Source: an optimization exercise on an open RTL-to-GDS flow (aim: small area, a short achievable clock period and few clock cycles). Production flows keep margins and buffers that such runs may drop. In this exercise RTL edits were held to simulation tests only and were not proved equivalent to the original. Power figures rest on the tool's default switching activity, not on a simulated workload.

--- design.v ---
package ppu_pkg;
   localparam int N              = 16;
   localparam int ES             = 1;
   localparam int MS             = N - 2;
   localparam int TE_BITS        = $clog2(N) + ES + 2;
   localparam int FRAC_FULL_SIZE = 3 * N - 8;
   localparam int QW             = 16 * N;
   localparam int QF             = QW / 2;
endpackage
module pfx_add #(
   parameter int W = 32
) (
   input  logic [W-1:0] a,
   input  logic [W-1:0] b,
   input  logic         cin,
   output logic [W-1:0] s,
   output logic         co
);
   localparam int LV = $clog2(W);
   logic [W-1:0] g [LV+1];
   logic [W-1:0] p [LV+1];
   logic [W-1:0] hp;
   assign hp   = a ^ b;
   assign g[0] = (a & b) | {{(W-1){1'b0}}, hp[0] & cin};
   assign p[0] = hp;
   for (genvar l = 0; l < LV; l++) begin : g_lv
      for (genvar i = 0; i < W; i++) begin : g_bit
         if (((i >> l) & 1) == 1) begin : g_op
            localparam int J = ((i >> l) << l) - 1;
            assign g[l+1][i] = g[l][i] | (p[l][i] & g[l][J]);
            assign p[l+1][i] = p[l][i] & p[l][J];
         end else begin : g_pass
            assign g[l+1][i] = g[l][i];
            assign p[l+1][i] = p[l][i];
         end
      end
   end
   assign s  = hp ^ {g[LV][W-2:0], cin};
   assign co = g[LV][W-1];
endmodule
module pfx_add_late #(
   parameter int W = 32
) (
   input  logic [W-1:0] a,
   input  logic [W-1:0] b,
   input  logic         cin,
   output logic [W-1:0] s,
   output logic         gout,     
   output logic         pout,     
   output logic         ones,     
   output logic         onesm1    
);
   localparam int LV = $clog2(W);
   logic [W-1:0] g [LV+1];
   logic [W-1:0] p [LV+1];
   logic [W-1:0] hp;
   assign hp   = a ^ b;
   assign g[0] = a & b;
   assign p[0] = hp;
   for (genvar l = 0; l < LV; l++) begin : g_lv
      for (genvar i = 0; i < W; i++) begin : g_bit
         if (((i >> l) & 1) == 1) begin : g_op
            localparam int J = ((i >> l) << l) - 1;
            assign g[l+1][i] = g[l][i] | (p[l][i] & g[l][J]);
            assign p[l+1][i] = p[l][i] & p[l][J];
         end else begin : g_pass
            assign g[l+1][i] = g[l][i];
            assign p[l+1][i] = p[l][i];
         end
      end
   end
   assign s    = hp ^ ({g[LV][W-2:0], 1'b0} | ({p[LV][W-2:0], 1'b1} & {W{cin}}));
   assign gout = g[LV][W-1];
   assign pout = p[LV][W-1];
   logic [W-1:0] t;
   assign t      = hp ^ {g[0][W-2:0], cin};
   assign ones   = &t;
   assign onesm1 = (&t[W-1:2]) & (hp[1] ^ (a[0] | b[0])) & ~t[0];
endmodule
module quire_booth_enc (
   input  logic [13:0] b,
   output logic [6:0] one,
   output logic [6:0] two,
   output logic [6:0] neg,
   output logic        btop
);
   assign one[0] = b[0] ^ 1'b0;
   assign two[0] = (b[1] & ~b[0] & ~1'b0) | (~b[1] & b[0] & 1'b0);
   assign neg[0] = b[1];
   assign one[1] = b[2] ^ b[1];
   assign two[1] = (b[3] & ~b[2] & ~b[1]) | (~b[3] & b[2] & b[1]);
   assign neg[1] = b[3];
   assign one[2] = b[4] ^ b[3];
   assign two[2] = (b[5] & ~b[4] & ~b[3]) | (~b[5] & b[4] & b[3]);
   assign neg[2] = b[5];
   assign one[3] = b[6] ^ b[5];
   assign two[3] = (b[7] & ~b[6] & ~b[5]) | (~b[7] & b[6] & b[5]);
   assign neg[3] = b[7];
   assign one[4] = b[8] ^ b[7];
   assign two[4] = (b[9] & ~b[8] & ~b[7]) | (~b[9] & b[8] & b[7]);
   assign neg[4] = b[9];
   assign one[5] = b[10] ^ b[9];
   assign two[5] = (b[11] & ~b[10] & ~b[9]) | (~b[11] & b[10] & b[9]);
   assign neg[5] = b[11];
   assign one[6] = b[12] ^ b[11];
   assign two[6] = (b[13] & ~b[12] & ~b[11]) | (~b[13] & b[12] & b[11]);
   assign neg[6] = b[13];
   assign btop = b[13];
endmodule
module quire_mul_tree (
   input  logic [13:0] a,
   input  logic [6:0]  one,
   input  logic [6:0]  two,
   input  logic [6:0]  neg,
   input  logic        btop,
   output logic [27:0] ra,
   output logic [27:0] rb,
   output logic [27:0] rc
);
   logic t1, t2, t3, t4, t5, t6, t7, t8, t9, t10, t11, t12, t13, t14, t15, t16, t17, t18, t19, t20, t21, t22, t23, t24, t25, t26, t27, t28, t29, t30, t31, t32, t33, t34, t35, t36, t37, t38, t39, t40, t41, t42, t43, t44, t45, t46, t47, t48, t49, t50, t51, t52, t53, t54, t55, t56, t57, t58, t59, t60, t61, t62, t63, t64, t65, t66, t67, t68, t69, t70, t71, t72, t73, t74, t75, t76, t77, t78, t79, t80, t81, t82, t83, t84, t85, t86, t87, t88, t89, t90, t91, t92, t93, t94, t95, t96, t97, t98, t99, t100, t101, t102, t103, t104, t105, t106, t107, t108, t109, t110, t111, t112, t113, t114, t115, t116, t117, t118, t119, t120, t121, t122, t123, t124, t125, t126, t127, t128, t129, t130, t131, t132, t133, t134, t135, t136, t137, t138, t139, t140, t141, t142, t143, t144, t145, t146, t147, t148, t149, t150, t151, t152, t153, t154;
   assign t1 = (((one[0] & a[10]) | (two[0] & a[9])) ^ neg[0]) ^ (((one[1] & a[8]) | (two[1] & a[7])) ^ neg[1]);
   assign t2 = (((one[0] & a[10]) | (two[0] & a[9])) ^ neg[0]) & (((one[1] & a[8]) | (two[1] & a[7])) ^ neg[1]);
   assign t3 = (((one[0] & a[11]) | (two[0] & a[10])) ^ neg[0]) ^ (((one[1] & a[9]) | (two[1] & a[8])) ^ neg[1]);
   assign t4 = (((one[0] & a[11]) | (two[0] & a[10])) ^ neg[0]) & (((one[1] & a[9]) | (two[1] & a[8])) ^ neg[1]);
   assign t5 = (((one[0] & a[12]) | (two[0] & a[11])) ^ neg[0]) ^ (((one[1] & a[10]) | (two[1] & a[9])) ^ neg[1]) ^ (((one[2] & a[8]) | (two[2] & a[7])) ^ neg[2]);
   assign t6 = ((((one[0] & a[12]) | (two[0] & a[11])) ^ neg[0]) & (((one[1] & a[10]) | (two[1] & a[9])) ^ neg[1])) | ((((one[0] & a[12]) | (two[0] & a[11])) ^ neg[0]) & (((one[2] & a[8]) | (two[2] & a[7])) ^ neg[2])) | ((((one[1] & a[10]) | (two[1] & a[9])) ^ neg[1]) & (((one[2] & a[8]) | (two[2] & a[7])) ^ neg[2]));
   assign t7 = (((one[3] & a[6]) | (two[3] & a[5])) ^ neg[3]) ^ (((one[4] & a[4]) | (two[4] & a[3])) ^ neg[4]);
   assign t8 = (((one[3] & a[6]) | (two[3] & a[5])) ^ neg[3]) & (((one[4] & a[4]) | (two[4] & a[3])) ^ neg[4]);
   assign t9 = (((one[0] & a[13]) | (two[0] & a[12])) ^ neg[0]) ^ (((one[1] & a[11]) | (two[1] & a[10])) ^ neg[1]) ^ (((one[2] & a[9]) | (two[2] & a[8])) ^ neg[2]);
   assign t10 = ((((one[0] & a[13]) | (two[0] & a[12])) ^ neg[0]) & (((one[1] & a[11]) | (two[1] & a[10])) ^ neg[1])) | ((((one[0] & a[13]) | (two[0] & a[12])) ^ neg[0]) & (((one[2] & a[9]) | (two[2] & a[8])) ^ neg[2])) | ((((one[1] & a[11]) | (two[1] & a[10])) ^ neg[1]) & (((one[2] & a[9]) | (two[2] & a[8])) ^ neg[2]));
   assign t11 = (((one[3] & a[7]) | (two[3] & a[6])) ^ neg[3]) ^ (((one[4] & a[5]) | (two[4] & a[4])) ^ neg[4]);
   assign t12 = (((one[3] & a[7]) | (two[3] & a[6])) ^ neg[3]) & (((one[4] & a[5]) | (two[4] & a[4])) ^ neg[4]);
   assign t13 = (((two[0] & a[13])) ^ neg[0]) ^ (((one[1] & a[12]) | (two[1] & a[11])) ^ neg[1]) ^ (((one[2] & a[10]) | (two[2] & a[9])) ^ neg[2]);
   assign t14 = ((((two[0] & a[13])) ^ neg[0]) & (((one[1] & a[12]) | (two[1] & a[11])) ^ neg[1])) | ((((two[0] & a[13])) ^ neg[0]) & (((one[2] & a[10]) | (two[2] & a[9])) ^ neg[2])) | ((((one[1] & a[12]) | (two[1] & a[11])) ^ neg[1]) & (((one[2] & a[10]) | (two[2] & a[9])) ^ neg[2]));
   assign t15 = (((one[3] & a[8]) | (two[3] & a[7])) ^ neg[3]) ^ (((one[4] & a[6]) | (two[4] & a[5])) ^ neg[4]) ^ (((one[5] & a[4]) | (two[5] & a[3])) ^ neg[5]);
   assign t16 = ((((one[3] & a[8]) | (two[3] & a[7])) ^ neg[3]) & (((one[4] & a[6]) | (two[4] & a[5])) ^ neg[4])) | ((((one[3] & a[8]) | (two[3] & a[7])) ^ neg[3]) & (((one[5] & a[4]) | (two[5] & a[3])) ^ neg[5])) | ((((one[4] & a[6]) | (two[4] & a[5])) ^ neg[4]) & (((one[5] & a[4]) | (two[5] & a[3])) ^ neg[5]));
   assign t17 = ~neg[0] ^ (((one[1] & a[13]) | (two[1] & a[12])) ^ neg[1]) ^ (((one[2] & a[11]) | (two[2] & a[10])) ^ neg[2]);
   assign t18 = (~neg[0] & (((one[1] & a[13]) | (two[1] & a[12])) ^ neg[1])) | (~neg[0] & (((one[2] & a[11]) | (two[2] & a[10])) ^ neg[2])) | ((((one[1] & a[13]) | (two[1] & a[12])) ^ neg[1]) & (((one[2] & a[11]) | (two[2] & a[10])) ^ neg[2]));
   assign t19 = (((one[3] & a[9]) | (two[3] & a[8])) ^ neg[3]) ^ (((one[4] & a[7]) | (two[4] & a[6])) ^ neg[4]) ^ (((one[5] & a[5]) | (two[5] & a[4])) ^ neg[5]);
   assign t20 = ((((one[3] & a[9]) | (two[3] & a[8])) ^ neg[3]) & (((one[4] & a[7]) | (two[4] & a[6])) ^ neg[4])) | ((((one[3] & a[9]) | (two[3] & a[8])) ^ neg[3]) & (((one[5] & a[5]) | (two[5] & a[4])) ^ neg[5])) | ((((one[4] & a[7]) | (two[4] & a[6])) ^ neg[4]) & (((one[5] & a[5]) | (two[5] & a[4])) ^ neg[5]));
   assign t21 = (((one[6] & a[3]) | (two[6] & a[2])) ^ neg[6]) ^ (btop & a[1]);
   assign t22 = (((one[6] & a[3]) | (two[6] & a[2])) ^ neg[6]) & (btop & a[1]);
   assign t23 = (((two[1] & a[13])) ^ neg[1]) ^ (((one[2] & a[12]) | (two[2] & a[11])) ^ neg[2]) ^ (((one[3] & a[10]) | (two[3] & a[9])) ^ neg[3]);
   assign t24 = ((((two[1] & a[13])) ^ neg[1]) & (((one[2] & a[12]) | (two[2] & a[11])) ^ neg[2])) | ((((two[1] & a[13])) ^ neg[1]) & (((one[3] & a[10]) | (two[3] & a[9])) ^ neg[3])) | ((((one[2] & a[12]) | (two[2] & a[11])) ^ neg[2]) & (((one[3] & a[10]) | (two[3] & a[9])) ^ neg[3]));
   assign t25 = (((one[4] & a[8]) | (two[4] & a[7])) ^ neg[4]) ^ (((one[5] & a[6]) | (two[5] & a[5])) ^ neg[5]) ^ (((one[6] & a[4]) | (two[6] & a[3])) ^ neg[6]);
   assign t26 = ((((one[4] & a[8]) | (two[4] & a[7])) ^ neg[4]) & (((one[5] & a[6]) | (two[5] & a[5])) ^ neg[5])) | ((((one[4] & a[8]) | (two[4] & a[7])) ^ neg[4]) & (((one[6] & a[4]) | (two[6] & a[3])) ^ neg[6])) | ((((one[5] & a[6]) | (two[5] & a[5])) ^ neg[5]) & (((one[6] & a[4]) | (two[6] & a[3])) ^ neg[6]));
   assign t27 = (btop & a[2]) ^ 1'b1;
   assign t28 = (btop & a[2]) & 1'b1;
   assign t29 = ~neg[1] ^ (((one[2] & a[13]) | (two[2] & a[12])) ^ neg[2]) ^ (((one[3] & a[11]) | (two[3] & a[10])) ^ neg[3]);
   assign t30 = (~neg[1] & (((one[2] & a[13]) | (two[2] & a[12])) ^ neg[2])) | (~neg[1] & (((one[3] & a[11]) | (two[3] & a[10])) ^ neg[3])) | ((((one[2] & a[13]) | (two[2] & a[12])) ^ neg[2]) & (((one[3] & a[11]) | (two[3] & a[10])) ^ neg[3]));
   assign t31 = (((one[4] & a[9]) | (two[4] & a[8])) ^ neg[4]) ^ (((one[5] & a[7]) | (two[5] & a[6])) ^ neg[5]) ^ (((one[6] & a[5]) | (two[6] & a[4])) ^ neg[6]);
   assign t32 = ((((one[4] & a[9]) | (two[4] & a[8])) ^ neg[4]) & (((one[5] & a[7]) | (two[5] & a[6])) ^ neg[5])) | ((((one[4] & a[9]) | (two[4] & a[8])) ^ neg[4]) & (((one[6] & a[5]) | (two[6] & a[4])) ^ neg[6])) | ((((one[5] & a[7]) | (two[5] & a[6])) ^ neg[5]) & (((one[6] & a[5]) | (two[6] & a[4])) ^ neg[6]));
   assign t33 = (((two[2] & a[13])) ^ neg[2]) ^ (((one[3] & a[12]) | (two[3] & a[11])) ^ neg[3]) ^ (((one[4] & a[10]) | (two[4] & a[9])) ^ neg[4]);
   assign t34 = ((((two[2] & a[13])) ^ neg[2]) & (((one[3] & a[12]) | (two[3] & a[11])) ^ neg[3])) | ((((two[2] & a[13])) ^ neg[2]) & (((one[4] & a[10]) | (two[4] & a[9])) ^ neg[4])) | ((((one[3] & a[12]) | (two[3] & a[11])) ^ neg[3]) & (((one[4] & a[10]) | (two[4] & a[9])) ^ neg[4]));
   assign t35 = (((one[5] & a[8]) | (two[5] & a[7])) ^ neg[5]) ^ (((one[6] & a[6]) | (two[6] & a[5])) ^ neg[6]);
   assign t36 = (((one[5] & a[8]) | (two[5] & a[7])) ^ neg[5]) & (((one[6] & a[6]) | (two[6] & a[5])) ^ neg[6]);
   assign t37 = ~neg[2] ^ (((one[3] & a[13]) | (two[3] & a[12])) ^ neg[3]) ^ (((one[4] & a[11]) | (two[4] & a[10])) ^ neg[4]);
   assign t38 = (~neg[2] & (((one[3] & a[13]) | (two[3] & a[12])) ^ neg[3])) | (~neg[2] & (((one[4] & a[11]) | (two[4] & a[10])) ^ neg[4])) | ((((one[3] & a[13]) | (two[3] & a[12])) ^ neg[3]) & (((one[4] & a[11]) | (two[4] & a[10])) ^ neg[4]));
   assign t39 = (((two[3] & a[13])) ^ neg[3]) ^ (((one[4] & a[12]) | (two[4] & a[11])) ^ neg[4]);
   assign t40 = (((two[3] & a[13])) ^ neg[3]) & (((one[4] & a[12]) | (two[4] & a[11])) ^ neg[4]);
   assign t41 = (((one[0] & a[6]) | (two[0] & a[5])) ^ neg[0]) ^ (((one[1] & a[4]) | (two[1] & a[3])) ^ neg[1]);
   assign t42 = (((one[0] & a[6]) | (two[0] & a[5])) ^ neg[0]) & (((one[1] & a[4]) | (two[1] & a[3])) ^ neg[1]);
   assign t43 = (((one[0] & a[7]) | (two[0] & a[6])) ^ neg[0]) ^ (((one[1] & a[5]) | (two[1] & a[4])) ^ neg[1]);
   assign t44 = (((one[0] & a[7]) | (two[0] & a[6])) ^ neg[0]) & (((one[1] & a[5]) | (two[1] & a[4])) ^ neg[1]);
   assign t45 = (((one[0] & a[8]) | (two[0] & a[7])) ^ neg[0]) ^ (((one[1] & a[6]) | (two[1] & a[5])) ^ neg[1]) ^ (((one[2] & a[4]) | (two[2] & a[3])) ^ neg[2]);
   assign t46 = ((((one[0] & a[8]) | (two[0] & a[7])) ^ neg[0]) & (((one[1] & a[6]) | (two[1] & a[5])) ^ neg[1])) | ((((one[0] & a[8]) | (two[0] & a[7])) ^ neg[0]) & (((one[2] & a[4]) | (two[2] & a[3])) ^ neg[2])) | ((((one[1] & a[6]) | (two[1] & a[5])) ^ neg[1]) & (((one[2] & a[4]) | (two[2] & a[3])) ^ neg[2]));
   assign t47 = (((one[3] & a[2]) | (two[3] & a[1])) ^ neg[3]) ^ (((one[4] & a[0])) ^ neg[4]);
   assign t48 = (((one[3] & a[2]) | (two[3] & a[1])) ^ neg[3]) & (((one[4] & a[0])) ^ neg[4]);
   assign t49 = (((one[0] & a[9]) | (two[0] & a[8])) ^ neg[0]) ^ (((one[1] & a[7]) | (two[1] & a[6])) ^ neg[1]) ^ (((one[2] & a[5]) | (two[2] & a[4])) ^ neg[2]);
   assign t50 = ((((one[0] & a[9]) | (two[0] & a[8])) ^ neg[0]) & (((one[1] & a[7]) | (two[1] & a[6])) ^ neg[1])) | ((((one[0] & a[9]) | (two[0] & a[8])) ^ neg[0]) & (((one[2] & a[5]) | (two[2] & a[4])) ^ neg[2])) | ((((one[1] & a[7]) | (two[1] & a[6])) ^ neg[1]) & (((one[2] & a[5]) | (two[2] & a[4])) ^ neg[2]));
   assign t51 = (((one[3] & a[3]) | (two[3] & a[2])) ^ neg[3]) ^ (((one[4] & a[1]) | (two[4] & a[0])) ^ neg[4]);
   assign t52 = (((one[3] & a[3]) | (two[3] & a[2])) ^ neg[3]) & (((one[4] & a[1]) | (two[4] & a[0])) ^ neg[4]);
   assign t53 = (((one[2] & a[6]) | (two[2] & a[5])) ^ neg[2]) ^ (((one[3] & a[4]) | (two[3] & a[3])) ^ neg[3]) ^ (((one[4] & a[2]) | (two[4] & a[1])) ^ neg[4]);
   assign t54 = ((((one[2] & a[6]) | (two[2] & a[5])) ^ neg[2]) & (((one[3] & a[4]) | (two[3] & a[3])) ^ neg[3])) | ((((one[2] & a[6]) | (two[2] & a[5])) ^ neg[2]) & (((one[4] & a[2]) | (two[4] & a[1])) ^ neg[4])) | ((((one[3] & a[4]) | (two[3] & a[3])) ^ neg[3]) & (((one[4] & a[2]) | (two[4] & a[1])) ^ neg[4]));
   assign t55 = (((one[5] & a[0])) ^ neg[5]) ^ neg[5] ^ t1;
   assign t56 = ((((one[5] & a[0])) ^ neg[5]) & neg[5]) | ((((one[5] & a[0])) ^ neg[5]) & t1) | (neg[5] & t1);
   assign t57 = (((one[2] & a[7]) | (two[2] & a[6])) ^ neg[2]) ^ (((one[3] & a[5]) | (two[3] & a[4])) ^ neg[3]) ^ (((one[4] & a[3]) | (two[4] & a[2])) ^ neg[4]);
   assign t58 = ((((one[2] & a[7]) | (two[2] & a[6])) ^ neg[2]) & (((one[3] & a[5]) | (two[3] & a[4])) ^ neg[3])) | ((((one[2] & a[7]) | (two[2] & a[6])) ^ neg[2]) & (((one[4] & a[3]) | (two[4] & a[2])) ^ neg[4])) | ((((one[3] & a[5]) | (two[3] & a[4])) ^ neg[3]) & (((one[4] & a[3]) | (two[4] & a[2])) ^ neg[4]));
   assign t59 = (((one[5] & a[1]) | (two[5] & a[0])) ^ neg[5]) ^ t2 ^ t3;
   assign t60 = ((((one[5] & a[1]) | (two[5] & a[0])) ^ neg[5]) & t2) | ((((one[5] & a[1]) | (two[5] & a[0])) ^ neg[5]) & t3) | (t2 & t3);
   assign t61 = (((one[5] & a[2]) | (two[5] & a[1])) ^ neg[5]) ^ (((one[6] & a[0])) ^ neg[6]) ^ neg[6];
   assign t62 = ((((one[5] & a[2]) | (two[5] & a[1])) ^ neg[5]) & (((one[6] & a[0])) ^ neg[6])) | ((((one[5] & a[2]) | (two[5] & a[1])) ^ neg[5]) & neg[6]) | ((((one[6] & a[0])) ^ neg[6]) & neg[6]);
   assign t63 = t4 ^ t5 ^ t7;
   assign t64 = (t4 & t5) | (t4 & t7) | (t5 & t7);
   assign t65 = (((one[5] & a[3]) | (two[5] & a[2])) ^ neg[5]) ^ (((one[6] & a[1]) | (two[6] & a[0])) ^ neg[6]) ^ t6;
   assign t66 = ((((one[5] & a[3]) | (two[5] & a[2])) ^ neg[5]) & (((one[6] & a[1]) | (two[6] & a[0])) ^ neg[6])) | ((((one[5] & a[3]) | (two[5] & a[2])) ^ neg[5]) & t6) | ((((one[6] & a[1]) | (two[6] & a[0])) ^ neg[6]) & t6);
   assign t67 = t8 ^ t9 ^ t11;
   assign t68 = (t8 & t9) | (t8 & t11) | (t9 & t11);
   assign t69 = (((one[6] & a[2]) | (two[6] & a[1])) ^ neg[6]) ^ (btop & a[0]) ^ t10;
   assign t70 = ((((one[6] & a[2]) | (two[6] & a[1])) ^ neg[6]) & (btop & a[0])) | ((((one[6] & a[2]) | (two[6] & a[1])) ^ neg[6]) & t10) | ((btop & a[0]) & t10);
   assign t71 = t12 ^ t13 ^ t15;
   assign t72 = (t12 & t13) | (t12 & t15) | (t13 & t15);
   assign t73 = 1'b1 ^ t14 ^ t16;
   assign t74 = (1'b1 & t14) | (1'b1 & t16) | (t14 & t16);
   assign t75 = t17 ^ t19 ^ t21;
   assign t76 = (t17 & t19) | (t17 & t21) | (t19 & t21);
   assign t77 = t18 ^ t20 ^ t22;
   assign t78 = (t18 & t20) | (t18 & t22) | (t20 & t22);
   assign t79 = t23 ^ t25 ^ t27;
   assign t80 = (t23 & t25) | (t23 & t27) | (t25 & t27);
   assign t81 = (btop & a[3]) ^ t24 ^ t26;
   assign t82 = ((btop & a[3]) & t24) | ((btop & a[3]) & t26) | (t24 & t26);
   assign t83 = t28 ^ t29 ^ t31;
   assign t84 = (t28 & t29) | (t28 & t31) | (t29 & t31);
   assign t85 = (btop & a[4]) ^ 1'b1 ^ t30;
   assign t86 = ((btop & a[4]) & 1'b1) | ((btop & a[4]) & t30) | (1'b1 & t30);
   assign t87 = t32 ^ t33 ^ t35;
   assign t88 = (t32 & t33) | (t32 & t35) | (t33 & t35);
   assign t89 = (((one[5] & a[9]) | (two[5] & a[8])) ^ neg[5]) ^ (((one[6] & a[7]) | (two[6] & a[6])) ^ neg[6]) ^ (btop & a[5]);
   assign t90 = ((((one[5] & a[9]) | (two[5] & a[8])) ^ neg[5]) & (((one[6] & a[7]) | (two[6] & a[6])) ^ neg[6])) | ((((one[5] & a[9]) | (two[5] & a[8])) ^ neg[5]) & (btop & a[5])) | ((((one[6] & a[7]) | (two[6] & a[6])) ^ neg[6]) & (btop & a[5]));
   assign t91 = t34 ^ t36 ^ t37;
   assign t92 = (t34 & t36) | (t34 & t37) | (t36 & t37);
   assign t93 = (((one[5] & a[10]) | (two[5] & a[9])) ^ neg[5]) ^ (((one[6] & a[8]) | (two[6] & a[7])) ^ neg[6]) ^ (btop & a[6]);
   assign t94 = ((((one[5] & a[10]) | (two[5] & a[9])) ^ neg[5]) & (((one[6] & a[8]) | (two[6] & a[7])) ^ neg[6])) | ((((one[5] & a[10]) | (two[5] & a[9])) ^ neg[5]) & (btop & a[6])) | ((((one[6] & a[8]) | (two[6] & a[7])) ^ neg[6]) & (btop & a[6]));
   assign t95 = 1'b1 ^ t38 ^ t39;
   assign t96 = (1'b1 & t38) | (1'b1 & t39) | (t38 & t39);
   assign t97 = ~neg[3] ^ (((one[4] & a[13]) | (two[4] & a[12])) ^ neg[4]) ^ (((one[5] & a[11]) | (two[5] & a[10])) ^ neg[5]);
   assign t98 = (~neg[3] & (((one[4] & a[13]) | (two[4] & a[12])) ^ neg[4])) | (~neg[3] & (((one[5] & a[11]) | (two[5] & a[10])) ^ neg[5])) | ((((one[4] & a[13]) | (two[4] & a[12])) ^ neg[4]) & (((one[5] & a[11]) | (two[5] & a[10])) ^ neg[5]));
   assign t99 = (((one[6] & a[9]) | (two[6] & a[8])) ^ neg[6]) ^ (btop & a[7]) ^ t40;
   assign t100 = ((((one[6] & a[9]) | (two[6] & a[8])) ^ neg[6]) & (btop & a[7])) | ((((one[6] & a[9]) | (two[6] & a[8])) ^ neg[6]) & t40) | ((btop & a[7]) & t40);
   assign t101 = (((two[4] & a[13])) ^ neg[4]) ^ (((one[5] & a[12]) | (two[5] & a[11])) ^ neg[5]) ^ (((one[6] & a[10]) | (two[6] & a[9])) ^ neg[6]);
   assign t102 = ((((two[4] & a[13])) ^ neg[4]) & (((one[5] & a[12]) | (two[5] & a[11])) ^ neg[5])) | ((((two[4] & a[13])) ^ neg[4]) & (((one[6] & a[10]) | (two[6] & a[9])) ^ neg[6])) | ((((one[5] & a[12]) | (two[5] & a[11])) ^ neg[5]) & (((one[6] & a[10]) | (two[6] & a[9])) ^ neg[6]));
   assign t103 = (btop & a[8]) ^ 1'b1;
   assign t104 = (btop & a[8]) & 1'b1;
   assign t105 = ~neg[4] ^ (((one[5] & a[13]) | (two[5] & a[12])) ^ neg[5]) ^ (((one[6] & a[11]) | (two[6] & a[10])) ^ neg[6]);
   assign t106 = (~neg[4] & (((one[5] & a[13]) | (two[5] & a[12])) ^ neg[5])) | (~neg[4] & (((one[6] & a[11]) | (two[6] & a[10])) ^ neg[6])) | ((((one[5] & a[13]) | (two[5] & a[12])) ^ neg[5]) & (((one[6] & a[11]) | (two[6] & a[10])) ^ neg[6]));
   assign t107 = (((two[5] & a[13])) ^ neg[5]) ^ (((one[6] & a[12]) | (two[6] & a[11])) ^ neg[6]);
   assign t108 = (((two[5] & a[13])) ^ neg[5]) & (((one[6] & a[12]) | (two[6] & a[11])) ^ neg[6]);
   assign t109 = (((one[0] & a[4]) | (two[0] & a[3])) ^ neg[0]) ^ (((one[1] & a[2]) | (two[1] & a[1])) ^ neg[1]);
   assign t110 = (((one[0] & a[4]) | (two[0] & a[3])) ^ neg[0]) & (((one[1] & a[2]) | (two[1] & a[1])) ^ neg[1]);
   assign t111 = (((one[0] & a[5]) | (two[0] & a[4])) ^ neg[0]) ^ (((one[1] & a[3]) | (two[1] & a[2])) ^ neg[1]);
   assign t112 = (((one[0] & a[5]) | (two[0] & a[4])) ^ neg[0]) & (((one[1] & a[3]) | (two[1] & a[2])) ^ neg[1]);
   assign t113 = (((one[2] & a[2]) | (two[2] & a[1])) ^ neg[2]) ^ (((one[3] & a[0])) ^ neg[3]) ^ neg[3];
   assign t114 = ((((one[2] & a[2]) | (two[2] & a[1])) ^ neg[2]) & (((one[3] & a[0])) ^ neg[3])) | ((((one[2] & a[2]) | (two[2] & a[1])) ^ neg[2]) & neg[3]) | ((((one[3] & a[0])) ^ neg[3]) & neg[3]);
   assign t115 = (((one[2] & a[3]) | (two[2] & a[2])) ^ neg[2]) ^ (((one[3] & a[1]) | (two[3] & a[0])) ^ neg[3]) ^ t42;
   assign t116 = ((((one[2] & a[3]) | (two[2] & a[2])) ^ neg[2]) & (((one[3] & a[1]) | (two[3] & a[0])) ^ neg[3])) | ((((one[2] & a[3]) | (two[2] & a[2])) ^ neg[2]) & t42) | ((((one[3] & a[1]) | (two[3] & a[0])) ^ neg[3]) & t42);
   assign t117 = neg[4] ^ t44 ^ t45;
   assign t118 = (neg[4] & t44) | (neg[4] & t45) | (t44 & t45);
   assign t119 = t46 ^ t48 ^ t49;
   assign t120 = (t46 & t48) | (t46 & t49) | (t48 & t49);
   assign t121 = t50 ^ t52 ^ t53;
   assign t122 = (t50 & t52) | (t50 & t53) | (t52 & t53);
   assign t123 = t54 ^ t56 ^ t57;
   assign t124 = (t54 & t56) | (t54 & t57) | (t56 & t57);
   assign t125 = t58 ^ t60 ^ t61;
   assign t126 = (t58 & t60) | (t58 & t61) | (t60 & t61);
   assign t127 = t62 ^ t64 ^ t65;
   assign t128 = (t62 & t64) | (t62 & t65) | (t64 & t65);
   assign t129 = t66 ^ t68 ^ t69;
   assign t130 = (t66 & t68) | (t66 & t69) | (t68 & t69);
   assign t131 = t70 ^ t72 ^ t73;
   assign t132 = (t70 & t72) | (t70 & t73) | (t72 & t73);
   assign t133 = t74 ^ t76 ^ t77;
   assign t134 = (t74 & t76) | (t74 & t77) | (t76 & t77);
   assign t135 = t78 ^ t80 ^ t81;
   assign t136 = (t78 & t80) | (t78 & t81) | (t80 & t81);
   assign t137 = t82 ^ t84 ^ t85;
   assign t138 = (t82 & t84) | (t82 & t85) | (t84 & t85);
   assign t139 = t86 ^ t88 ^ t89;
   assign t140 = (t86 & t88) | (t86 & t89) | (t88 & t89);
   assign t141 = t90 ^ t92 ^ t93;
   assign t142 = (t90 & t92) | (t90 & t93) | (t92 & t93);
   assign t143 = t94 ^ t96 ^ t97;
   assign t144 = (t94 & t96) | (t94 & t97) | (t96 & t97);
   assign t145 = t98 ^ t100 ^ t101;
   assign t146 = (t98 & t100) | (t98 & t101) | (t100 & t101);
   assign t147 = (btop & a[9]) ^ t102 ^ t104;
   assign t148 = ((btop & a[9]) & t102) | ((btop & a[9]) & t104) | (t102 & t104);
   assign t149 = (btop & a[10]) ^ 1'b1 ^ t106;
   assign t150 = ((btop & a[10]) & 1'b1) | ((btop & a[10]) & t106) | (1'b1 & t106);
   assign t151 = ~neg[5] ^ (((one[6] & a[13]) | (two[6] & a[12])) ^ neg[6]) ^ (btop & a[11]);
   assign t152 = (~neg[5] & (((one[6] & a[13]) | (two[6] & a[12])) ^ neg[6])) | (~neg[5] & (btop & a[11])) | ((((one[6] & a[13]) | (two[6] & a[12])) ^ neg[6]) & (btop & a[11]));
   assign t153 = (((two[6] & a[13])) ^ neg[6]) ^ (btop & a[12]);
   assign t154 = (((two[6] & a[13])) ^ neg[6]) & (btop & a[12]);
   assign ra = {~neg[6], 1'b1, t108, t107, t105, t103, t99, t95, t91, t87, t83, t79, t75, t71, t67, t63, t59, t55, t51, t47, t43, t41, (((one[2] & a[1]) | (two[2] & a[0])) ^ neg[2]), (((one[2] & a[0])) ^ neg[2]), (((one[0] & a[3]) | (two[0] & a[2])) ^ neg[0]), (((one[0] & a[2]) | (two[0] & a[1])) ^ neg[0]), (((one[0] & a[1]) | (two[0] & a[0])) ^ neg[0]), (((one[0] & a[0])) ^ neg[0])};
   assign rb = {(btop & a[13]), t152, t150, t148, t146, t144, t142, t140, t138, t136, t134, t132, t130, t128, t126, t124, t122, t120, t118, t116, t114, t112, t110, neg[2], (((one[1] & a[1]) | (two[1] & a[0])) ^ neg[1]), (((one[1] & a[0])) ^ neg[1]), 1'b0, neg[0]};
   assign rc = {t154, t153, t151, t149, t147, t145, t143, t141, t139, t137, t135, t133, t131, t129, t127, t125, t123, t121, t119, t117, t115, t113, t111, t109, 1'b0, neg[1], 1'b0, 1'b0};
endmodule
module quire_resolve (
   input  logic [255:0] x,
   input  logic [7:0]   xones,    
   input  logic [7:0]   xonesm1,  
   input  logic [6:0]   cr,       
   output logic [7:0]   kk,       
   output logic [7:0]   jsel,     
   output logic         nz0,      
   output logic         sgn
);
   logic [7:0] crin, z0, e0, e1, e2, gg, pp, rz, ro, nz, above;
   logic [7:0] rz0, rz1, ro0, ro1;
   logic [7:0] lg [4];
   logic [7:0] lp [4];
   logic       a7, t1, t2, c0, c1;
   always_comb begin
      for (int i = 0; i < 8; i++) begin
         crin[i] = (i == 0) ? 1'b0 : cr[i-1];
         z0[i] = ~|x[32*i +: 32];
         e0[i] = xones[i];
         e1[i] = xonesm1[i];
         e2[i] = (&x[32*i+2 +: 30]) & ~x[32*i+1] &  x[32*i];
         gg[i] = e0[i] & crin[i];
         pp[i] = (e0[i] & ~crin[i]) | (e1[i] & crin[i]);
         rz0[i] = crin[i] ? e0[i] : z0[i];
         rz1[i] = crin[i] ? e1[i] : e0[i];
         ro0[i] = crin[i] ? e1[i] : e0[i];
         ro1[i] = crin[i] ? e2[i] : e1[i];
      end
      a7 = &x[226 +: 29];
      t1 = a7 & x[225] & x[224];      
      t2 = a7 & x[225] & ~x[224];     
      c0 = crin[7] & t1;
      c1 = t1 | (crin[7] & t2);
   end
   assign lg[0] = gg;
   assign lp[0] = pp;
   for (genvar l = 0; l < 3; l++) begin : g_lv
      for (genvar c = 0; c < 8; c++) begin : g_c
         if (((c >> l) & 1) == 1) begin : g_op
            localparam int J = ((c >> l) << l) - 1;
            assign lg[l+1][c] = lg[l][c] | (lp[l][c] & lg[l][J]);
            assign lp[l+1][c] = lp[l][c] & lp[l][J];
         end else begin : g_pass
            assign lg[l+1][c] = lg[l][c];
            assign lp[l+1][c] = lp[l][c];
         end
      end
   end
   always_comb begin
      kk  = {lg[3][6:0], 1'b0};
      rz  = (kk & rz1) | (~kk & rz0);
      ro  = (kk & ro1) | (~kk & ro0);
      sgn = x[255] ^ (kk[7] ? c1 : c0);
      nz  = sgn ? ~ro : ~rz;
      for (int i = 0; i < 8; i++) above[i] = (i == 7) ? 1'b0 : |(nz >> (i + 1));
      for (int i = 1; i < 8; i++) jsel[i] = nz[i] & ~above[i];
      jsel[0] = ~above[0];
      nz0     = nz[0];
   end
endmodule
module quire_norm_coarse (
   input  logic [255:0] quire,
   input  logic [7:0]   jsel,
   input  logic         sgn,
   output logic [71:0]  win,      
   output logic [4:0]   lzl,
   output logic [2:0]   m,        
   output logic         stk
);
   logic [295:0] zz;
   logic [71:0]  c5;
   logic [7:0]   o32, o24, below, under;
   logic [31:0]  top;
   always_comb begin
      m = 3'd0;
      for (int j = 0; j < 8; j++) if (jsel[j]) m = 3'(7 - j);
      zz = {quire, 40'b0};
      c5 = '0;
      for (int j = 0; j < 8; j++)
         c5 = c5 | ({72{jsel[j]}} & zz[32*j + 71 -: 72]);
      win = c5 ^ {72{sgn}};
      top = win[71:40];
      lzl = 5'd31;
      for (int i = 0; i < 32; i++)
         if (top[i]) lzl = 5'(31 - i);
      for (int i = 0; i < 8; i++) begin
         o32[i] = |quire[32*i +: 32];
         o24[i] = |quire[32*i +: 24];
      end
      under[0] = 1'b0;
      for (int j = 1; j < 8; j++) under[j] = under[j-1] | o32[j-1];
      below[0] = 1'b0;
      below[1] = 1'b0;
      for (int j = 2; j < 8; j++) below[j] = o24[j-2] | under[j-2];
      stk = |(jsel & below);
   end
endmodule
module quire_norm_fine (
   input  logic [71:0] win,
   input  logic [4:0]  lzl,
   input  logic        sgn,
   output logic [41:0] lead2,    
   output logic        nz        
);
   logic [55:0] c4;
   logic [47:0] c3;
   logic [43:0] c2;
   logic [41:0] c1;
   logic [4:1]  drop;
   logic        s;
   always_comb begin
      s       = sgn;
      c4      = lzl[4] ? win[55:0] : win[71 -: 56];
      drop[4] = lzl[4] ? 1'b0 : |(win[15:0] ^ {16{s}});
      c3      = lzl[3] ? c4[47:0] : c4[55 -: 48];
      drop[3] = lzl[3] ? 1'b0 : |(c4[7:0] ^ {8{s}});
      c2      = lzl[2] ? c3[43:0] : c3[47 -: 44];
      drop[2] = lzl[2] ? 1'b0 : |(c3[3:0] ^ {4{s}});
      c1      = lzl[1] ? c2[41:0] : c2[43 -: 42];
      drop[1] = lzl[1] ? 1'b0 : |(c2[1:0] ^ {2{s}});
      lead2   = c1;
      nz      = |drop;
   end
endmodule
module quire_norm_out (
   input  logic [41:0] lead2,
   input  logic [7:0]  lz,
   input  logic        nz2,      
   input  logic        sgn,
   input  logic        none,
   input  logic        sticky,
   output logic [48:0] meta,
   output logic        zero
);
   logic              s, cy, ovf, hi0, hi1, lo0, lo1, lownz, allone;
   logic [40:0]       lead;
   logic [39:0]       frac;
   logic [39:0]       run [7];
   logic [6:0]        t0, t1, te;
   assign run[0] = {lead[38:0], 1'b1};
   for (genvar l = 0; l < 6; l++) begin : g_lv
      for (genvar i = 0; i < 40; i++) begin : g_bit
         if (((i >> l) & 1) == 1) begin : g_op
            assign run[l+1][i] = run[l][i] & run[l][((i >> l) << l) - 1];
         end else begin : g_pass
            assign run[l+1][i] = run[l][i];
         end
      end
   end
   assign lead = lz[0] ? lead2[40:0] : lead2[41:1];
   always_comb begin
      s      = sgn;
      lownz  = nz2 | (~lz[0] & (lead2[0] ^ s));
      allone = &lead[39:0];
      cy     = s & ~lownz;
      ovf  = cy & allone;
      frac = lead[39:0] ^ ({40{cy}} & run[6]);
      t0  = 7'(8'd127 - lz);
      t1  = 7'(8'd128 - lz);
      hi0 = lz < 8'd64;
      hi1 = lz < 8'd65;
      lo0 = lz > 8'd191;
      lo1 = lz > 8'd192;
      te  = ovf ? t1 : t0;
      meta = '0;
      zero = 1'b0;
      if (none & ~s) begin
         zero = ~sticky;
         if (sticky) begin
            meta[47:41] = 7'h40;
            meta[0]     = 1'b1;
         end
      end else if (none) begin
         meta[48]    = 1'b1;
         meta[47:41] = 7'h40;
         meta[0]     = 1'b1;
      end else begin
         meta[48]   = s;
         meta[40:1] = frac;
         meta[0]    = lownz | sticky;
         if (ovf ? hi1 : hi0) begin
            meta[47:41] = 7'h3F;
            meta[0]     = 1'b1;
         end else if (ovf ? lo1 : lo0) begin
            meta[47:41] = 7'h40;
            meta[0]     = 1'b1;
         end else begin
            meta[47:41] = te;
         end
      end
   end
endmodule
module ppu_quire_acc (
   input  logic        clk_i,
   input  logic        rst_i,
   input  logic        in_valid_i,
   output logic        in_ready_o,
   input  logic [21:0] in_a_i,
   input  logic [21:0] in_b_i,
   input  logic        in_a_special_i,
   input  logic        in_b_special_i,
   input  logic        in_last_i,
   output logic        out_valid_o,
   input  logic        out_ready_i,
   output logic [48:0] out_meta_o,
   output logic        out_nar_o,
   output logic        out_zero_o
);
   localparam int W  = 32;
   localparam int NC = 8;
   logic fire, last_fire;
   assign fire      = in_valid_i & rdy;
   assign last_fire = fire & in_last_i;
   logic        first_in;     
   logic        r0_first, r0_nfirst;
   logic        r0_valid;
   logic [13:0] r0_ma;
   logic [6:0]  r0_one, r0_two, r0_bneg, enc_one, enc_two, enc_neg;
   logic        r0_btop, enc_btop;
   logic [6:0]  r0_ta, r0_tb;
   logic        r0_neg, r0_add, r0_nar, r0_last;
   quire_booth_enc u_enc (.b(in_b_i[13:0]), .one(enc_one), .two(enc_two), .neg(enc_neg), .btop(enc_btop));
   always_ff @(posedge clk_i or posedge rst_i) begin
      if (rst_i) begin
         r0_valid <= 1'b0;
         first_in <= 1'b1;
      end else begin
         r0_valid <= fire;
         if (fire) first_in <= in_last_i;
      end
   end
   always_ff @(posedge clk_i) begin
      r0_ma   <= in_a_i[13:0];
      r0_one  <= enc_one;
      r0_two  <= enc_two;
      r0_bneg <= enc_neg;
      r0_btop <= enc_btop;
      r0_ta   <= in_a_i[20:14];
      r0_tb   <= in_b_i[20:14];
      r0_neg  <= in_a_i[21] ^ in_b_i[21];
      r0_nar  <= (in_a_special_i & in_a_i[21]) | (in_b_special_i & in_b_i[21]);
      r0_add  <= ~in_a_special_i & ~in_b_special_i;
      r0_last <= in_last_i;
      r0_first  <= first_in;
      r0_nfirst <= ~first_in;
   end
   logic              m1_valid;
   logic [27:0]       m1_ra, m1_rb, m1_rc, tree_ra, tree_rb, tree_rc;
   logic signed [8:0] m1_k;
   logic              m1_neg, m1_add, m1_nar, m1_last, m1_first, m1_nfirst;
   quire_mul_tree u_tree (
      .a    (r0_ma),
      .one  (r0_one),
      .two  (r0_two),
      .neg  (r0_bneg),
      .btop (r0_btop),
      .ra   (tree_ra),
      .rb   (tree_rb),
      .rc   (tree_rc)
   );
   always_ff @(posedge clk_i or posedge rst_i)
      if (rst_i) m1_valid <= 1'b0;
      else       m1_valid <= r0_valid;
   always_ff @(posedge clk_i) begin
      m1_ra   <= tree_ra;
      m1_rb   <= tree_rb;
      m1_rc   <= tree_rc;
      m1_k    <= 9'($signed(r0_ta)) + 9'($signed(r0_tb)) + 9'sd102;
      m1_neg  <= r0_neg;
      m1_nar  <= r0_valid & r0_nar;
      m1_add  <= r0_valid & r0_add;
      m1_last <= r0_last;
      m1_first  <= r0_first;
      m1_nfirst <= r0_nfirst;
   end
   logic              m2_valid;
   logic [27:0]       m2_p, prod;
   logic              prod_co;
   logic signed [8:0] m2_k;
   logic              m2_neg, m2_add, m2_nar, m2_last, m2_first, m2_nfirst;
   logic [27:0] ps, pc;
   assign ps = m1_ra ^ m1_rb ^ m1_rc;
   assign pc = {(m1_ra[26:0] & m1_rb[26:0]) | (m1_ra[26:0] & m1_rc[26:0]) | (m1_rb[26:0] & m1_rc[26:0]), 1'b0};
   pfx_add #(.W(28)) u_padd (.a(ps), .b(pc), .cin(1'b0), .s(prod), .co(prod_co));
   always_ff @(posedge clk_i or posedge rst_i)
      if (rst_i) m2_valid <= 1'b0;
      else       m2_valid <= m1_valid;
   always_ff @(posedge clk_i) begin
      m2_p    <= prod;
      m2_k    <= m1_k;
      m2_neg  <= m1_neg;
      m2_nar  <= m1_nar;
      m2_add  <= m1_add;
      m2_last <= m1_last;
      m2_first  <= m1_first;
      m2_nfirst <= m1_nfirst;
   end
   logic              r2_valid;
   logic [58:0]       r2_win;
   logic [NC-1:0]     r2_lo, r2_hi, r2_fill;
   logic              r2_neg, r2_cin, r2_drop, r2_nar, r2_last;
   logic              r2_vf_a, r2_vf_b, r2_vf_c, r2_vf_d;
   logic [58:0]       sh;
   logic [3:0]        cidx;
   assign sh   = 59'(m2_p) << m2_k[4:0];
   assign cidx = m2_k[8:5];
   always_ff @(posedge clk_i or posedge rst_i)
      if (rst_i) r2_valid <= 1'b0;
      else       r2_valid <= m2_valid;
   always_ff @(posedge clk_i) begin
      r2_win <= sh ^ {59{m2_neg}};
      r2_neg <= m2_neg;
      for (int i = 0; i < NC; i++) begin
         r2_lo[i]   <= m2_add & (cidx == 4'(i));
         r2_hi[i]   <= m2_add & (cidx == 4'(i - 1));
         r2_fill[i] <= m2_add & m2_neg & (cidx != 4'(i)) & (cidx != 4'(i - 1));
      end
      r2_cin  <= m2_add & m2_neg;
      r2_drop <= m2_add & (cidx == 4'hF) & (|sh[31:0]);
      r2_nar  <= m2_nar;
      r2_last <= m2_last;
      r2_vf_a <= m2_valid & m2_first;
      r2_vf_b <= ~(m2_valid & m2_first);
      r2_vf_c <= m2_valid & ~m2_nfirst;
      r2_vf_d <= ~m2_valid | m2_nfirst;
   end
   logic [W-1:0]  x   [NC];
   logic [W-1:0]  xin [NC];
   logic [W-1:0]  a   [NC];
   logic [W-1:0]  sum [NC];
   logic          cg  [NC];
   logic          cp  [NC];
   logic          cin [NC];
   logic [NC-2:0] cr;
   logic [NC-1:0] crin;
   logic [NC:0]   kk;
   logic [63:0]   wfull;
   logic          fresh, cap, res, nres, nar_acc, sticky_acc;
   logic [7:0]    clr;      
   logic          fr_a, fr_b, nfr_a, nfr_b;
   assign wfull = {{5{r2_neg}}, r2_win};
   always_comb begin
      for (int i = 0; i < NC; i++) begin
         crin[i] = (i == 0) ? 1'b0 : (cr[i-1] & ~clr[i]);
         xin[i]  = clr[i] ? '0 : x[i];
         a[i]    = ({W{r2_lo[i]}} & wfull[W-1:0]) |
                   ({W{r2_hi[i]}} & wfull[2*W-1:W]) |
                   {W{r2_fill[i]}} |
                   {{(W-1){1'b0}}, ~nres & (i == 0 ? 1'b0 : cr[i-1])};
         if (i == 0) cin[i] = r2_cin;
         else        cin[i] = res ? kk[i] : crin[i];
      end
   end
   logic [255:0] q;
   logic [NC-1:0] rjsel, jsel_r, xones, xonesm1, ones_nx, onesm1_nx;
   logic          rsgn, sgn_r, rnz0, nz0_r, none_r;
   assign q = {x[7], x[6], x[5], x[4], x[3], x[2], x[1], x[0]};
   quire_resolve u_res (
      .x       (q),
      .xones   (xones),
      .xonesm1 (xonesm1),
      .cr      (cr),
      .kk      (kk[NC-1:0]),
      .jsel    (rjsel),
      .nz0     (rnz0),
      .sgn     (rsgn)
   );
   always_ff @(posedge clk_i) begin
      jsel_r <= rjsel;
      nz0_r  <= rnz0;
      sgn_r  <= rsgn;
   end
   assign none_r = jsel_r[0] & ~nz0_r;
   for (genvar i = 0; i < NC; i++) begin : g_chunk
      pfx_add_late #(.W(W)) u_add (
         .a    (xin[i]),
         .b    (a[i]),
         .cin  (cin[i]),
         .s    (sum[i]),
         .gout   (cg[i]),
         .pout   (cp[i]),
         .ones   (ones_nx[i]),
         .onesm1 (onesm1_nx[i])
      );
   end
   always_ff @(posedge clk_i or posedge rst_i) begin
      if (rst_i) begin
         fr_a  <= 1'b1;
         fr_b  <= 1'b1;
         nfr_a <= 1'b0;
         nfr_b <= 1'b0;
      end else begin
         if (r2_valid) fr_a <= 1'b0;
         else if (res) fr_a <= 1'b1;
         if (res)           fr_b <= 1'b1;
         else if (r2_valid) fr_b <= 1'b0;
         if (r2_valid) nfr_a <= 1'b1;
         else if (res) nfr_a <= 1'b0;
         if (res)           nfr_b <= 1'b0;
         else if (r2_valid) nfr_b <= 1'b1;
      end
   end
   assign clr   = {~r2_vf_d, r2_vf_c, ~r2_vf_b, r2_vf_a, ~nfr_b, ~nfr_a, fr_b, fr_a};
   assign fresh = fr_a;
   always_ff @(posedge clk_i or posedge rst_i) begin
      if (rst_i) begin
         cap     <= 1'b0;
         res     <= 1'b0;
         nres    <= 1'b1;
         cr      <= '0;
      end else begin
         cap     <= res;
         res     <= r2_valid & r2_last;
         nres    <= ~(r2_valid & r2_last);
         for (int i = 0; i < NC - 1; i++)
            cr[i] <= cg[i] | (cp[i] & (i == 0 ? r2_cin : crin[i]));
      end
   end
   always_ff @(posedge clk_i) begin
      for (int i = 0; i < NC; i++) x[i] <= sum[i];
      xones   <= ones_nx;
      xonesm1 <= onesm1_nx;
      nar_acc    <= (nar_acc & ~fresh) | (r2_valid & r2_nar);
      sticky_acc <= (sticky_acc & ~fresh) | (r2_valid & r2_drop);
   end
   logic [71:0] crs_win, n1_win;
   logic [4:0]  crs_lzl, n1_lzl;
   logic        crs_stk;
   logic [2:0]  crs_m, n1_m;
   logic        n1_stk, n1_s, n1_none, n1_sticky, n1_nar, n1_valid;
   logic [41:0] fine_lead2, n2_lead2;
   logic        fine_nz;
   logic [7:0]  n2_lz;
   logic        n2_lownz, n2_s, n2_none, n2_sticky, n2_nar, n2_valid;
   logic [48:0] norm_meta;
   logic        norm_zero;
   logic [48:0] out_meta_r;
   logic        out_nar_r, out_zero_r;
   logic        n2_to_out;
   quire_norm_coarse u_coarse (
      .quire (q),
      .jsel  (jsel_r),
      .sgn   (sgn_r),
      .win   (crs_win),
      .lzl   (crs_lzl),
      .m     (crs_m),
      .stk   (crs_stk)
   );
   always_ff @(posedge clk_i) begin
      n1_win    <= crs_win;
      n1_lzl    <= crs_lzl;
      n1_m      <= crs_m;
      n1_stk    <= crs_stk;
      n1_s      <= sgn_r;
      n1_none   <= none_r;
      n1_sticky <= sticky_acc;
      n1_nar    <= nar_acc;
   end
   quire_norm_fine u_fine (
      .win  (n1_win),
      .lzl  (n1_lzl),
      .sgn  (n1_s),
      .lead2 (fine_lead2),
      .nz    (fine_nz)
   );
   assign n2_to_out = n2_valid & nov;
   always_ff @(posedge clk_i) begin
      if (n1_valid) begin
         n2_lead2  <= fine_lead2;
         n2_lz     <= {n1_m, n1_lzl};
         n2_lownz  <= n1_stk | fine_nz;
         n2_s      <= n1_s;
         n2_none   <= n1_none;
         n2_sticky <= n1_sticky;
         n2_nar    <= n1_nar;
      end
   end
   quire_norm_out u_out (
      .lead2  (n2_lead2),
      .lz     (n2_lz),
      .nz2    (n2_lownz),
      .sgn    (n2_s),
      .none   (n2_none),
      .sticky (n2_sticky),
      .meta   (norm_meta),
      .zero   (norm_zero)
   );
   always_ff @(posedge clk_i) begin
      if (n2_to_out) begin
         out_meta_r <= n2_nar ? '0 : norm_meta;
         out_nar_r  <= n2_nar;
         out_zero_r <= ~n2_nar & norm_zero;
      end
   end
   logic [2:0] committed, committed_nx, base;
   logic       nrdy, rdy, nov;
   logic       n1_valid_nx, n2_valid_nx, out_valid_nx;
   always_comb begin
      n1_valid_nx  = cap;
      n2_valid_nx  = n1_valid | (n2_valid & ~n2_to_out);
      out_valid_nx = n2_to_out | (~nov & ~out_ready_i);
      committed_nx = committed + 3'(last_fire) - 3'(n1_valid);
      base         = committed - 3'(n1_valid) + 3'(n2_valid_nx);
   end
   always_ff @(posedge clk_i or posedge rst_i) begin
      if (rst_i) begin
         committed   <= '0;
         n1_valid    <= 1'b0;
         n2_valid    <= 1'b0;
         out_valid_o <= 1'b0;
         nov         <= 1'b1;
         nrdy        <= 1'b0;
         rdy         <= 1'b1;
      end else begin
         committed   <= committed_nx;
         n1_valid    <= n1_valid_nx;
         n2_valid    <= n2_valid_nx;
         out_valid_o <= out_valid_nx;
         nov         <= ~out_valid_nx;
         nrdy        <= ~(~last_fire &
                          ((base == 3'd0) | ((base == 3'd1) & ~out_valid_nx)));
         rdy         <= ~last_fire &
                        ((base == 3'd0) | ((base == 3'd1) & ~out_valid_nx));
      end
   end
   assign in_ready_o = ~nrdy;
   assign out_meta_o = out_meta_r;
   assign out_nar_o  = out_nar_r;
   assign out_zero_o = out_zero_r;
endmodule
--- flow/run.sh ---
#!/bin/bash
# The standard layout, with two changes to how ORFS builds it:
# - sky130_fd_sc_hd__buf_4 as the buffer that buffer_ports puts on every
#   input and output port (ORFS otherwise picks a delay cell,
#   clkdlybuf4s50_1, for them);
# - clock tree synthesis without dummy loads.
# Everything else is the standard.sh: the standard synthesis and the ORFS
# flow with config.mk.
set -euo pipefail
export BUFFER_PORTS_ARGS="-buffer_cell sky130_fd_sc_hd__buf_4"
export CTS_ARGS="-sink_clustering_enable -repair_clock_nets -dont_use_dummy_load"
bash standard.sh > standard.log 2>&1
--- standard.sh ---
#!/bin/bash
# synth_recipe.tcl (not shown) runs the flow's synth.tcl, then flattens the netlist and writes it again
# the make line also repeats each setting of config.mk as NAME=value (left out here)
make -C /OpenROAD-flow-scripts/flow DESIGN_CONFIG=/design/flow/config.mk WORK_HOME=/design/flow/orfs CLKGATE_MAP_FILE= SYNTH_SCRIPT=/design/flow/synth_recipe.tcl "${@:-finish}"
--- config.mk ---
export PLATFORM = sky130hd
export DESIGN_NAME = ppu_quire_acc
export DESIGN_NICKNAME = ppu_quire_acc
export VERILOG_FILES = /design/flow/design.v
export SDC_FILE = /design/flow/constraint.sdc
export NUM_CORES = 4
export LEC_CHECK = 0
export CAP_MARGIN = 20
export CORE_MARGIN = 2
export CORE_UTILIZATION = 62
export PLACE_DENSITY = 0.68
export SLEW_MARGIN = 20
export SYNTH_HIERARCHICAL = 1
--- constraint.sdc ---
create_clock -name core_clock -period 12.0 [get_ports {clk_i}]
set_input_delay 2.4000 -clock core_clock [delete_from_list [all_inputs] [get_ports {clk_i}]]
set_output_delay 2.4000 -clock core_clock [all_outputs]
set_load 0.01 [all_outputs]
==> notes.md, run 1 <==
Final Critical Period - 3980 ps
CTS Hold Bufs - 0
Skew-Pair Late Insertion Delay - 700 ps
Pre-Repair DR Iteration Count - 7
CTS H-Tree Depth - 3
FF-to-FF path depth - 12
Synth Instances - 6553
Io pins - 104
Clk buf depth - 3
Static Leak - 24.7 nW
Final slew viol count - 0
# rows - 114
Core ar. - 96400 um2
CP max FO - 13
WL per Instance - 30.4 um
Status - no timing/DRC/antenna violations
Initial Util - 0.623
CP arrival - 4590 ps
FF-to-FF End - x[6][11]$_DFF_P_
Fin Setup TNS - 0 ps
Most frequent cells in the layout - inv_1 (628), dfxtp_1 (627), xnor2_1 (408)
Die Footprint - 99500 um2
Resized Gates After CTS - 0
Final setup viols - 0
Worst r2r src - cr[2]$_DFF_PP0_
Peak supply drop - 0.000205 V
Critical Path End Type - flop
TritonCTS clock tree - yes
YS warnings - 31
DP Wirelength - 172000 um
Number of remaining DRC errors - 0
Post-synth design cell area - 60100 um2
Fraction of layout cells with a size suffix above 1 - 0.0934
Worst setup path end - x[6][11]$_DFF_P_
Die width - 315 um
Largest net degree at the start of global routing - 77
Die Ht - 315 um
Unrepaired setup endpoints after global routing - false
Layout area overhead - 4.76%
Tot Pwr - 13.7 mW
Vias in the first global route - 51000
Worst hold-check path type - reg2reg
Num CTS Buffers - 89
Commonest non-fill, non-tap cell in the layout - inv_1
Number of I/O port buffers - 103
Final nets - 6955
RD Place Congestion - 1.09
Postcts setup bufs - 0
Pwr Density - 218 nW/um2
Initial antenna violation count - 29
Setup CP Type - reg2reg
First-pass GRT wire length - 337000 um
Mapped Avg Cell Area - 9.17 um2
Total GRT Usage - 0.461
Grt total ovfl - 0
Clk slew on worst S/H paths - 60 ps
CTS Sinks - 783
Fin area - 63000 um2
Worst-Margin Slew - 1410 ps
Required time worst endpoint - 12600 ps
Final hold vios - 0
Antenna Nets Post-Route - 0
Crit path from - cr[2]$_DFF_PP0_
FMAX - 251 MHz
Reg2Reg Setup Slack - 8020 ps
Worst Skew - 56.7 ps
Max cap viols - 0
Tcrit/Tclk final - 0.332
Vias/cell - 7.05
Slew HR - 0.0619
Startpoint Class - flop
Wirelength, routed - 234000 um
Via count - 54100
Root buffer cell - clkbuf_16
Placed Area - 60600 um2
Detailed Route Iter0 Violations - 7583
worst max-delay path: stages (launching register included):
cell	delay, ps
dfrtp_1	650
a22oi_1	340
nand4_1	380
a32oi_1	500
inv_1	130
nand2_1	80
o21ai_0	250
nand3_1	180
nand2_1	160
a21oi_1	380
o21ai_0	330
a221oi_1	370
xnor2_1	160
sequential cells by signal, summed over array words and instances (netlist names), 9 cells and up:
name and cells:
x 256, n1_win 71, r2_win 59, out_meta_r 49
n2_lead2 41, m1_ra 28, m1_rb 28, m1_rc 28
m2_p 28, r0_ma 14, m1_k 9, m2_k 9
area by class of cell:
class / instances / area, um2
well taps: 1276 / 1600
multi-input cells: 4655 / 38400
repair buffers: 184 / 1380
inverters: 637 / 2390
diodes: 47 / 118
fillers: 7914 / 33400
flip-flops and latches: 783 / 16900
clock buffers: 89 / 2230
worst min path at each step:
stage | from | end | slack, ps | depth (start not counted)
6_report | m1_k[8]$_DFF_P_ | m2_k[8]$_DFF_P_ | 330 | 0
3_5_place_dp | m1_first$_DFF_P_ | m2_first$_DFF_P_ | 310 | 0
4_1_cts | m1_k[6]$_DFF_P_ | m2_k[6]$_DFF_P_ | 330 | 0
3_3_place_gp | m2_last$_DFF_P_ | r2_last$_DFF_P_ | 310 | 0
2_1_floorplan | r0_first$_DFF_P_ | m1_first$_DFF_P_ | 310 | 0
5_1_grt | m1_k[1]$_DFF_P_ | m2_k[1]$_DFF_P_ | 330 | 0
report_power, final:
group | switching [mW] | internal [mW]
registers | 1.82 | 3.45
logic | 3.73 | 2.33
clock network | 1.07 | 1.29
per-layer routing:
layer  global-route usage  share of wire
met5                    0         0.0017
met4                0.352          0.092
met3                0.179           0.13
met2                0.680           0.42
met1                0.541           0.35
per-stage QoR:
stage | std cells | hold slack (ps) | util | setup slack [ps]
3_5_place_dp | 7535 | 312 | 0.629 | 8290
4_1_cts | 7624 | 326 | 0.652 | 8270
5_1_grt | 7625 | 326 | 0.652 | 7850
2_1_floorplan | 6557 | 310 | - | 8600
3_3_place_gp | 7535 | 310 | 0.629 | 8360
6_report | 7671 | 325 | 0.653 | 8020
Testbench counts, summed over its fixed seeds: cycles 7,194.
==> run 2, diff against run 1 <==
--- a/design.v
+++ b/design.v
@@ -77,6 +77,53 @@
    assign ones   = &t;
    assign onesm1 = (&t[W-1:2]) & (hp[1] ^ (a[0] | b[0])) & ~t[0];
 endmodule
+module quire_adders (
+   input  logic [255:0] xin,      
+   input  logic [255:0] a,
+   input  logic         cin0,     
+   input  logic [7:0]   crin,     
+   input  logic         res,      
+   input  logic [255:0] x,        
+   input  logic [7:0]   xones,
+   input  logic [7:0]   xonesm1,
+   input  logic [6:0]   cr,
+   output logic [255:0] s,
+   output logic [7:0]   gout,
+   output logic [7:0]   pout,
+   output logic [7:0]   ones,
+   output logic [7:0]   onesm1,
+   output logic [7:0]   jsel,
+   output logic         nz0,
+   output logic         sgn
+);
+   logic [7:0] kk, cin;
+   quire_resolve u_res (
+      .x       (x),
+      .xones   (xones),
+      .xonesm1 (xonesm1),
+      .cr      (cr),
+      .kk      (kk),
+      .jsel    (jsel),
+      .nz0     (nz0),
+      .sgn     (sgn)
+   );
+   always_comb begin
+      for (int i = 0; i < 8; i++)
+         cin[i] = (i == 0) ? cin0 : (res ? kk[i] : crin[i]);
+   end
+   for (genvar i = 0; i < 8; i++) begin : g_chunk
+      pfx_add_late #(.W(32)) u_add (
+         .a      (xin[32*i +: 32]),
+         .b      (a[32*i +: 32]),
+         .cin    (cin[i]),
+         .s      (s[32*i +: 32]),
+         .gout   (gout[i]),
+         .pout   (pout[i]),
+         .ones   (ones[i]),
+         .onesm1 (onesm1[i])
+      );
+   end
+endmodule
 module quire_booth_enc (
    input  logic [13:0] b,
    output logic [6:0] one,
@@ -626,42 +673,48 @@
                    ({W{r2_hi[i]}} & wfull[2*W-1:W]) |
                    {W{r2_fill[i]}} |
                    {{(W-1){1'b0}}, ~nres & (i == 0 ? 1'b0 : cr[i-1])};
-         if (i == 0) cin[i] = r2_cin;
-         else        cin[i] = res ? kk[i] : crin[i];
       end
    end
    logic [255:0] q;
    logic [NC-1:0] rjsel, jsel_r, xones, xonesm1, ones_nx, onesm1_nx;
    logic          rsgn, sgn_r, rnz0, nz0_r, none_r;
    assign q = {x[7], x[6], x[5], x[4], x[3], x[2], x[1], x[0]};
-   quire_resolve u_res (
+   always_ff @(posedge clk_i) begin
+      jsel_r <= rjsel;
+      nz0_r  <= rnz0;
+      sgn_r  <= rsgn;
+   end
+   assign none_r = jsel_r[0] & ~nz0_r;
+   logic [255:0] xin_f, a_f, sum_f;
+   logic [NC-1:0] cin_f, cg_f, cp_f;
+   always_comb begin
+      for (int i = 0; i < NC; i++) begin
+         xin_f[W*i +: W] = xin[i];
+         a_f[W*i +: W]   = a[i];
+         sum[i]          = sum_f[W*i +: W];
+         cg[i]           = cg_f[i];
+         cp[i]           = cp_f[i];
+      end
+   end
+   quire_adders u_adders (
+      .xin     (xin_f),
+      .a       (a_f),
+      .cin0    (r2_cin),
+      .crin    (crin),
+      .res     (res),
       .x       (q),
       .xones   (xones),
       .xonesm1 (xonesm1),
       .cr      (cr),
-      .kk      (kk[NC-1:0]),
+      .s       (sum_f),
+      .gout    (cg_f),
+      .pout    (cp_f),
+      .ones    (ones_nx),
+      .onesm1  (onesm1_nx),
       .jsel    (rjsel),
       .nz0     (rnz0),
       .sgn     (rsgn)
    );
-   always_ff @(posedge clk_i) begin
-      jsel_r <= rjsel;
-      nz0_r  <= rnz0;
-      sgn_r  <= rsgn;
-   end
-   assign none_r = jsel_r[0] & ~nz0_r;
-   for (genvar i = 0; i < NC; i++) begin : g_chunk
-      pfx_add_late #(.W(W)) u_add (
-         .a    (xin[i]),
-         .b    (a[i]),
-         .cin  (cin[i]),
-         .s    (sum[i]),
-         .gout   (cg[i]),
-         .pout   (cp[i]),
-         .ones   (ones_nx[i]),
-         .onesm1 (onesm1_nx[i])
-      );
-   end
    always_ff @(posedge clk_i or posedge rst_i) begin
       if (rst_i) begin
          fr_a  <= 1'b1;
--- a/config.mk
+++ b/config.mk
@@ -11,3 +11,4 @@
 export PLACE_DENSITY = 0.68
 export SLEW_MARGIN = 20
 export SYNTH_HIERARCHICAL = 1
+export SYNTH_MINIMUM_KEEP_SIZE = 2500
==> notes.md, run 2 <==
Wirelength, routed - 220000 um
Pwr Density - 231 nW/um2
Root buffer cell - clkbuf_16
Final nets - 6309
Unrepaired setup endpoints after global routing - false
Vias/cell - 7.16
Worst r2r src - r2_fill[2]$_DFF_P_
Fraction of layout cells with a size suffix above 1 - 0.0813
Core ar. - 88200 um2
Status - no timing/DRC/antenna violations
Crit-path cells - a221o_1 > ha_1 > inv_1 > fa_1 > nor4b_1 > nand4_1 > or4_1 > nor4_1 > nor3b_1
Resized Gates After CTS - 0
Post-synth design cell area - 55200 um2
Antenna Nets Post-Route - 0
NetSw - 6.42 mW
Final hold vios - 0
Grt total ovfl - 0
Peak supply drop - 0.000323 V
CP arrival - 4720 ps
Critical Path End Type - flop
Hold path start - m1_k[5]$_DFF_P_
FMAX - 240 MHz
Commonest non-fill, non-tap cell in the layout - dfxtp_1
Worst hold slack - 318 ps
Startpoint Class - flop
Required time worst endpoint - 12550 ps
Max FFs per register - 256
Final slew viol count - 0
Fin Setup TNS - 0 ps
CTS H-Tree Depth - 3
DP Wirelength - 165000 um
Clk slew on worst S/H paths - 60 ps
Pre-Repair DR Iteration Count - 10
CTS Hold Bufs - 0
Die Ht - 302 um
# rows - 109
CTS Sinks - 777
Via count - 49300
Final setup viols - 0
Largest net degree at the start of global routing - 76
CP max FO - 28
Tot Pwr - 13.5 mW
Switch share - 0.474
Io pins - 104
Reg2Reg Setup Slack - 7830 ps
Top Registers - x: 256 flops, n1_win: 71 flops, r2_win: 59 flops
Layout area overhead - 6.24%
Setup CP Type - reg2reg
Worst Skew - 51.6 ps
Number of remaining DRC errors - 0
Initial antenna violation count - 19
Internal - 7.11 mW
Total GRT Usage - 0.473
RD Place Congestion - 1.12
First-pass GRT wire length - 315000 um
Hold Path Sink - m2_k[5]$_DFF_P_
Cell family with most CP delay - simple AND/OR/NAND/NOR gates
WL per Instance - 32.0 um
Die Footprint - 91400 um2
Skew-Pair Late Insertion Delay - 690 ps
Postcts setup bufs - 0
Die width - 302 um
Combinational cell fraction of total power - 0.419
Clock network power share - 0.171
CP peak stage delay - 1110 ps
Placed Area - 56300 um2
Fin area - 58600 um2
Seq pwr share - 0.410
FF-to-FF End - xones[2]$_DFF_P_
Synth Instances - 5838
YS warnings - 27
Clk buf depth - 3
Hold Path Depth - 0
Max cap viols - 0
Initial Util - 0.625
Detailed Route Iter0 Violations - 8417
FF-to-FF path depth - 9
Worst hold-check path type - reg2reg
TritonCTS clock tree - yes
Largest Register - x
Tcrit/Tclk final - 0.347
Mapped Avg Cell Area - 9.45 um2
Final Critical Period - 4170 ps
Worst-Margin Slew - 1400 ps
Number of I/O port buffers - 103
Slew HR - 0.0625
Most frequent cells in the layout - dfxtp_1 (618), nand2_1 (373), xnor2_1 (360)
Slowest CP cell - dfxtp_1
Vias in the first global route - 47000
Static Leak - 24.7 nW
Num CTS Buffers - 87
WP buf/inv - 1
## run 2: metal layers
layer / part of all wire / GRT usage / up-vias
li1: - / - / 20900
met2: 0.41 / 0.680 / 3585
met1: 0.36 / 0.583 / 23800
met4: 0.086 / 0.322 / 16
met5: 0.0016 / 0.0212 / -
met3: 0.14 / 0.185 / 1003
## run 2: final cells by class
type	instances	area, um2
inverters	364	1370
flip-flops and latches	777	16800
fillers	6980	29600
diodes	14	35.0
repair buffers	181	1370
well taps	1165	1460
clock buffers	87	2180
multi-input cells	4298	35400
## run 2: worst max-delay path by stage
| stage | startpoint | end | cells past startpoint |
|---|---|---|---|
| final | r2_fill[2]$_DFF_P_ | xones[2]$_DFF_P_ | 9 |
| after global routing | r2_fill[1]$_DFF_P_ | x[1][30]$_DFF_P_ | 13 |
| after CTS | r2_fill[2]$_DFF_P_ | xones[2]$_DFF_P_ | 9 |
| after detailed placement | r2_hi[1]$_DFF_P_ | xones[1]$_DFF_P_ | 9 |
| after global placement | r2_hi[1]$_DFF_P_ | xones[0]$_DFF_P_ | 9 |
| after floorplan | in_valid_i | committed[2]$_DFF_PP0_ | 7 |
## run 2: per-stage QoR
stage	utilization	worst slack, ps	std cells
final	0.664	7830	6886
after global routing	0.664	7740	6874
after CTS	0.663	7920	6871
after detailed placement	0.639	7930	6784
after global placement	0.639	7840	6784
after floorplan	-	8530	5838
## run 2: power groups by stage
stage / clock, mW / combinational, mW / sequential (mW)
4_1_cts: 2.31 / 5.50 / 5.27
2_1_floorplan: 0 / 4.21 / 4.00
6_report: 2.31 / 5.67 / 5.55
3_5_place_dp: 0 / 5.46 / 5.32
3_3_place_gp: 0 / 5.33 / 5.31
5_1_grt: 2.40 / 6.12 / 5.40
Testbench counts of run 2, summed over its fixed seeds: cycles 7,194.

[afterwards: timing with drivers on the ports]
The results above use ideal ports. As a check the final layouts listed here were re-extracted and re-timed, cells and wires unchanged.
Step 1 assumes that a clkbuf_16 drives the clock port and a buf_2 every other input.
Step 2 times the ports against the registers' clock, not the clock port: input delays grow and output delays shrink by t, the midpoint of the rising clock arrivals with the driver on.
Three values: no drivers, after step 1, after step 2; two values: the first two.
run	shift t [ns]	slack for setup (ns)
run 1	0.754	8.017 / 8.017 / 8.017
run 2	0.739	7.832 / 7.832 / 7.832
After both steps setup and hold are still met in every run listed.
